From an optimization exercise on the open Yosys and OpenROAD flow, aimed at small area; shortcuts taken in it are not production practice. Function was checked by simulation only, so behaviour that the tests miss may differ from the original. Power figures rest on the tool's default switching activity, not on a simulated workload.

== 12-24 ==
==> flow/design.v (excerpt) <==
module exe_apb_alu_top (
    input  logic                   i_clk,
    input  logic                   i_reset,
    input  logic [8-1:0] paddr,
    input  logic                   psel,
    input  logic                   penable,
    input  logic                   pwrite,
    input  logic [32-1:0] pwdata,
    output logic [32-1:0] prdata,
    output logic                   pready,
    output logic                   pslverr
);
Size: ~0.0086 mm² of cells after synthesis.
==> flow/config.mk <==
export PLATFORM = sky130hd
export DESIGN_NAME = exe_apb_alu_top
export DESIGN_NICKNAME = exe_apb_alu_top
export VERILOG_FILES = /design/flow/design.v
export SDC_FILE = /design/flow/constraint.sdc
export NUM_CORES = 4
export LEC_CHECK = 0
export CAP_MARGIN = 10
export CORE_MARGIN = 2
export CORE_UTILIZATION = 50
export GPL_TIMING_DRIVEN = 1
export SLEW_MARGIN = 10
==> flow/constraint.sdc <==
create_clock -name core_clock -period 6.0 [get_ports {i_clk}]
set_input_delay 1.2000 -clock core_clock [delete_from_list [all_inputs] [get_ports {i_clk}]]
set_output_delay 1.2000 -clock core_clock [all_outputs]
set_load 0.01 [all_outputs]
standard.sh (not shown) runs the stock make flow with config.mk's settings and CLKGATE_MAP_FILE= SYNTH_SCRIPT=/design/flow/synth_recipe.tcl, a recipe that flattens the netlist after the stock synthesis.
==> flow/flow/run.sh <==
#!/bin/bash
# The standard layout (standard.sh), with these changes:
#  - no full-adder extraction before ABC (ADDER_MAP_FILE empty), and ABC
#    maps with flow/abc.script in place of ORFS's speed script (the rest
#    of synthesis is the standard flow's own synth_recipe.tcl, so registers keep their names);
#  - the port buffers are the smallest buffer, buf_1, rather than the delay
#    buffer buffer_ports picks by default (every port still gets one);
#  - after global routing, ORFS's power recovery (RECOVER_POWER) downsizes
#    gates on paths with positive slack.
# Each tool's output goes to synth.log and layout.log here, and ORFS's own
# per-step logs under orfs/logs.
set -euo pipefail
here=$PWD
rm -rf "$here/scripts_mod"
cp -r "$FLOW_HOME/scripts" "$here/scripts_mod"
cp "$here/flow/abc.script" "$here/scripts_mod/abc_speed.script"
sed "s#^make -C #make SCRIPTS_DIR=$here/scripts_mod -C #" standard.sh > standard_mod.sh
grep -q "SCRIPTS_DIR=" standard_mod.sh
export ADDER_MAP_FILE=
export RECOVER_POWER=100
export BUFFER_PORTS_ARGS="-buffer_cell sky130_fd_sc_hd__buf_1"
export CTS_ARGS="-sink_clustering_enable -repair_clock_nets -dont_use_dummy_load -buf_list sky130_fd_sc_hd__buf_6"
bash standard_mod.sh synth > synth.log 2>&1
bash standard_mod.sh > layout.log 2>&1
==> flow/flow/abc.script <==
strash
&get -n
&nf
&put
stime -p
12-24 completed end to end; final checks failed (max-capacitance violations, max-slew violations).
Edits applied to the flow inputs when going from 12-24 to 11-17:
Settings: CORE_UTILIZATION now 40, was 50.
diff --git a/flow/flow/run.sh b/flow/flow/run.sh
--- a/flow/flow/run.sh
+++ b/flow/flow/run.sh
@@ -3,2 +3 @@
-#  - no full-adder extraction before ABC (ADDER_MAP_FILE empty), and ABC
-#    maps with flow/abc.script in place of ORFS's speed script (the rest
+#  - ABC maps with flow/abc.script in place of ORFS's speed script (the rest
@@ -8,2 +7 @@
-#  - after global routing, ORFS's power recovery (RECOVER_POWER) downsizes
-#    gates on paths with positive slack.
+#  - CTS uses clkbuf_8 and inserts no dummy load cells.
@@ -19,2 +16,0 @@
-export ADDER_MAP_FILE=
-export RECOVER_POWER=100
@@ -22 +18 @@
-export CTS_ARGS="-sink_clustering_enable -repair_clock_nets -dont_use_dummy_load -buf_list sky130_fd_sc_hd__buf_6"
+export CTS_ARGS="-sink_clustering_enable -repair_clock_nets -dont_use_dummy_load -buf_list sky130_fd_sc_hd__clkbuf_8"
Findings:
Sort 12-24 and 11-17 by fraction of the mapped netlist area in compound gates, ascending, and 11-17 comes first.
In 11-17, the fraction of power consumed by the clock network came out 0.8 points above the value in 12-24.
Layout-stage area growth over the synthesis result up 1.9 points in 11-17 wrt 12-24
Looking at die area, 11-17 sits about 25% above 12-24.
The higher total met2 wirelength after detailed routing of 12-24 and 11-17 is in 11-17.
Clock period minus final worst setup slack for 11-17: 0.13 ns down relative to 12-24
11-17 ran to completion and came out clean on the timing, DRC and antenna checks.
11-17 vs 12-24: gate count after technology mapping down by a few percent
[11-17] transition at the pin with the smallest max-transition slack fell 0.59 ns relative to 12-24
Sort 12-24 and 11-17 by number of signal-net inverters in the final layout, descending, and 11-17 comes first.
11-17 vs. 12-24: overall power of the completed layout rose by 1.3%, via count fell by about 2.4%.

[what the ideal ports hide]
No port has a modelled driver above. Below, the same layouts with a new extraction and two added sets of constraints. Step 1: set_driving_cell puts a clkbuf_16 on i_clk and a buf_2 on each other input, an assumption about the parent block. Step 2 moves the port delays by t, midway between the first and last clock arrival at a register: inputs arrive t later, outputs are due t later. That takes back most of the time a late clock gives input paths. Three values: ideal, step 1, step 2; two values: the first two.
run	t (ns)	setup slack, ns	slew at the worst register clock pin (ns)	worst slew at a driven data input, ns
12-24	0.469	0.673 / 0.652 / 0.400	0.09 / 0.09	0.03
11-17	0.490	0.806 / 0.786 / 0.663	0.09 / 0.09	0.04
For 12-24, which loses most, drivers alone change the setup slack by -0.021 ns; drivers and shift together by -0.273 ns.
